Source: an optimization exercise on an open RTL-to-GDS flow (aim: small area). Production flows keep margins and buffers that such runs may drop.
The RTL was checked by simulation tests, not by an equivalence proof against the original design.
Power figures rest on the tool's default switching activity, not on a simulated workload.

== the previous run ==
==> flow/design.v <==
module round_key_bank #(
  parameter int unsigned WIDTH = 128,
  parameter int unsigned DEPTH = 10,
  parameter int unsigned BANKS = 2,
  localparam int unsigned AW = (DEPTH > 1) ? $clog2(DEPTH) : 1,
  localparam int unsigned BW = (BANKS > 1) ? $clog2(BANKS) : 1
) (
  input  logic             i_clk,
  input  logic             i_rst,
  input  logic             i_wr_start,
  input  logic [BW-1:0]    i_wr_bank,
  input  logic             i_wr_valid,
  input  logic [WIDTH-1:0] i_wr_data,
  output logic             o_wr_ready,
  input  logic             i_zeroize,
  input  logic             i_rd_en,
  input  logic [BW-1:0]    i_rd_bank,
  input  logic [AW-1:0]    i_rd_addr,
  output logic [WIDTH-1:0] o_rd_data,
  output logic             o_rd_valid,
  output logic             o_rd_err,
  output logic [BANKS-1:0] o_bank_ready,
  output logic             o_busy
);
  localparam int unsigned NENT = BANKS * DEPTH;
  localparam int unsigned CW   = (NENT > 1) ? $clog2(NENT) : 1;
  logic             r_load;
  logic             r_zero;
  logic [BW-1:0]    r_bank;
  logic [CW-1:0]    r_cnt;
  logic [BANKS-1:0] r_bank_ready;
  logic             r_rd_valid;
  logic             r_rd_err;
  logic [NENT-1:0]  r_rd_sel;
  logic [WIDTH-1:0] r_mem [BANKS][DEPTH];
  logic             w_beat;
  logic [WIDTH-1:0] w_wd;
  assign o_wr_ready   = r_load;
  assign o_busy       = r_load | r_zero;
  assign o_bank_ready = r_bank_ready;
  assign o_rd_valid   = r_rd_valid;
  assign o_rd_err     = r_rd_err;
  assign w_beat = r_load & i_wr_valid & ~i_zeroize;
  assign w_wd   = r_zero ? '0 : i_wr_data;
  always_ff @(posedge i_clk or posedge i_rst) begin
    if (i_rst) begin
      r_load       <= 1'b0;
      r_zero       <= 1'b0;
      r_bank       <= '0;
      r_cnt        <= '0;
      r_bank_ready <= '0;
    end else begin
      if (r_zero) begin
        if (r_cnt == CW'(NENT - 1)) begin
          r_cnt  <= '0;
          r_zero <= 1'b0;
        end else begin
          r_cnt <= r_cnt + CW'(1);
        end
      end else if (i_zeroize) begin
        r_zero       <= 1'b1;
        r_load       <= 1'b0;
        r_cnt        <= '0;
        r_bank_ready <= '0;
      end else if (r_load) begin
        if (i_wr_valid) begin
          if (r_cnt == CW'(DEPTH - 1)) begin
            r_cnt                <= '0;
            r_load               <= 1'b0;
            r_bank_ready[r_bank] <= 1'b1;
          end else begin
            r_cnt <= r_cnt + CW'(1);
          end
        end
      end else if (i_wr_start && (32'(i_wr_bank) < BANKS)) begin
        r_load                  <= 1'b1;
        r_bank                  <= i_wr_bank;
        r_cnt                   <= '0;
        r_bank_ready[i_wr_bank] <= 1'b0;
      end
    end
  end
  for (genvar b = 0; b < BANKS; b++) begin : g_bank
    logic w_shift;
    assign w_shift = r_zero | (w_beat & (r_bank == BW'(b)));
    always_ff @(posedge i_clk) begin
      if (w_shift) begin
        for (int k = 0; k < DEPTH - 1; k++) r_mem[b][k] <= r_mem[b][k+1];
        r_mem[b][DEPTH-1] <= w_wd;
      end
    end
  end
  always_ff @(posedge i_clk or posedge i_rst) begin
    if (i_rst) r_rd_valid <= 1'b0;
    else       r_rd_valid <= i_rd_en;
  end
  always_ff @(posedge i_clk) begin
    r_rd_err <= ~((32'(i_rd_bank) < BANKS) && (32'(i_rd_addr) < DEPTH) && r_bank_ready[i_rd_bank]);
    for (int b = 0; b < BANKS; b++)
      for (int k = 0; k < DEPTH; k++)
        r_rd_sel[b*DEPTH+k] <= r_bank_ready[b] && (32'(i_rd_bank) == b) && (32'(i_rd_addr) == k);
  end
  always_comb begin
    o_rd_data = '0;
    for (int b = 0; b < BANKS; b++)
      for (int k = 0; k < DEPTH; k++)
        o_rd_data = o_rd_data | ({WIDTH{r_rd_sel[b*DEPTH+k]}} & r_mem[b][k]);
  end
endmodule
clock: 4.0 ns
lec_check: 0
cap_margin: 20
core_margin: 2
core_utilization: 50
place_density: 0.6
slew_margin: 20
run.sh (not shown) runs the stock make flow with config.mk's settings and CLKGATE_MAP_FILE= SYNTH_SCRIPT=/design/flow/synth_recipe.tcl, a recipe that flattens the netlist after the stock synthesis.
--- input diff the previous run..the current run ---
Settings: CORE_UTILIZATION: 50 -> 65; CTS_CLUSTER_DIAMETER: unset -> 100; CTS_CLUSTER_SIZE: unset -> 30; PLACE_DENSITY: 0.6 -> 0.8.
==> flow/flow/run.sh (new file) <==
#!/bin/bash
# Layout: the standard flow (standard.sh: standard synthesis, floorplan, power grid,
# placement, CTS, routing), with one change: the buffers that buffer_ports puts on every
# input and output port are sky130_fd_sc_hd__buf_1 instead of the default delay buffer.
# make's output goes to flow_make.log here; ORFS keeps each step's log under orfs/logs/.
set -euo pipefail
bash standard.sh "BUFFER_PORTS_ARGS=-buffer_cell sky130_fd_sc_hd__buf_1" finish > flow_make.log 2>&1
==> flow/standard.sh (new file) <==
#!/bin/bash
# synth_recipe.tcl (not shown) runs the flow's synth.tcl, then flattens the netlist and writes it again
# the make line also repeats each setting of config.mk as NAME=value (left out here)
make -C /OpenROAD-flow-scripts/flow DESIGN_CONFIG=/design/flow/config.mk WORK_HOME=/design/flow/orfs CLKGATE_MAP_FILE= SYNTH_SCRIPT=/design/flow/synth_recipe.tcl "${@:-finish}"
removed: flow/run.sh
==> comparison <==
The current run ended with less initial antenna violation count than the previous run.
Row net switching power: the current run lower / the previous run higher
Summary of the comparison: number of well taps is lower in the current run, relative to the previous run.
Detailed-route vias per instance (higher): the current run
The current run vs the previous run — total power dropped 15%.
Compared with the previous run, the current run shows a higher maximum vdd ir drop.
The current run gives less post-route fraction of the period consumed by the critical path than the previous run did.
STATUS wire length of the first global-routing pass: the current run wins against the previous run
Looking at count of cells resized by post-cts repair, the current run sits 26 below the previous run.

---

Another version of the RTL of round_key_bank (not shown whole).
Size in the first run: about 8200 cells after synthesis, about 2600 flip-flops, ~270 I/O pins, ~87000 um2 of cells after synthesis.
Settings: LEC_CHECK=0, CAP_MARGIN=20, CORE_MARGIN=2, CORE_UTILIZATION=75, CTS_CLUSTER_DIAMETER=100, CTS_CLUSTER_SIZE=30, PLACE_DENSITY=0.88, SLEW_MARGIN=20; clock period 4.0 ns.
standard.sh (not shown) runs the stock make flow with config.mk's settings and CLKGATE_MAP_FILE= SYNTH_SCRIPT=/design/flow/synth_recipe.tcl, a recipe that flattens the netlist after the stock synthesis.
==> flow/flow/run.sh <==
#!/bin/bash
# Layout: the standard flow (standard.sh: standard synthesis, floorplan, power grid,
# placement, CTS, routing), with one change: the buffers that buffer_ports puts on every
# input and output port are sky130_fd_sc_hd__buf_1 instead of the default delay buffer.
# make's output goes to flow_make.log here; ORFS keeps each step's log under orfs/logs/.
set -euo pipefail
bash standard.sh "BUFFER_PORTS_ARGS=-buffer_cell sky130_fd_sc_hd__buf_1" finish > flow_make.log 2>&1
The baseline produced a clean layout.
Rerun with:
CORE_UTILIZATION = 65   (was 75)
PLACE_DENSITY = 0.8   (was 0.88)
Outcome: The changed run finished clean. Count of clock-buffer cells in the layout rises by 1. Worst setup slack improves by 13 ps. Via count decreases by 2.2%. Core utilization came out lower by 9.9 points. Final area rises by 0.52%. Sequential share of layout area came out lower by 0.30 points.
Rerun with:
CORE_UTILIZATION = 50   (was 65)
PLACE_DENSITY = 0.6   (was 0.8)
After rerunning: Fmax rises by 0.38%; power increases by 0.73%; critical path depth grows by 1; first-iteration DRC count falls by 21%; final cell count came out higher by 5.8%; core utilization fell by 15 points; via count went down by 2.3%; synthesized cell count is unchanged; setup slack gets better by 15 ps; clock-buffer cell count shrinks by 1; die area goes up by 30%.

port drivers added, routing unchanged:
How much do the figures lean on ideal ports? The routed layouts below were timed once more, with nothing changed but the port constraints.
Step 1 (the two cells are an assumption about what drives the block):
set clk [get_ports {i_clk}]
set_driving_cell -lib_cell sky130_fd_sc_hd__clkbuf_16 $clk
set_driving_cell -lib_cell sky130_fd_sc_hd__buf_2 [delete_from_list [all_inputs] $clk]
Step 2 adds t to the input delays and takes it off the output delays; t is the mean of the earliest and latest rising clock arrival at the registers after step 1. Input paths then give back, and output paths get back, about the clock's delay inside the block.
a / b / c = ideal / step 1 / step 2; a / b = the first two.
| run | t (ns) | setup WS [ns] | worst hold slack (ns) | worst setup path after step 2 | cell pins on the clock port's net |
|---|---|---|---|---|---|
| the previous run | 0.990 | 0.078 / -0.015 / 0.823 | 0.208 / 0.139 / 0.422 | input to register | 1 |
| the current run | 0.826 | 0.100 / 0.017 / 0.843 | 0.144 / 0.087 / 0.446 | register to output | 1 |
| the first run of note 2 | 0.809 | 0.092 / 0.016 / 0.825 | 0.018 / -0.036 / 0.442 | register to output | 1 |
| the second run of note 2 | 0.829 | 0.105 / 0.025 / 0.854 | 0.143 / 0.083 / 0.443 | register to output | 1 |
| the third run of note 2 | 0.865 | 0.120 / 0.024 / 0.889 | 0.124 / 0.050 / 0.439 | register to output | 1 |
After both steps setup and hold are still met in every run listed.
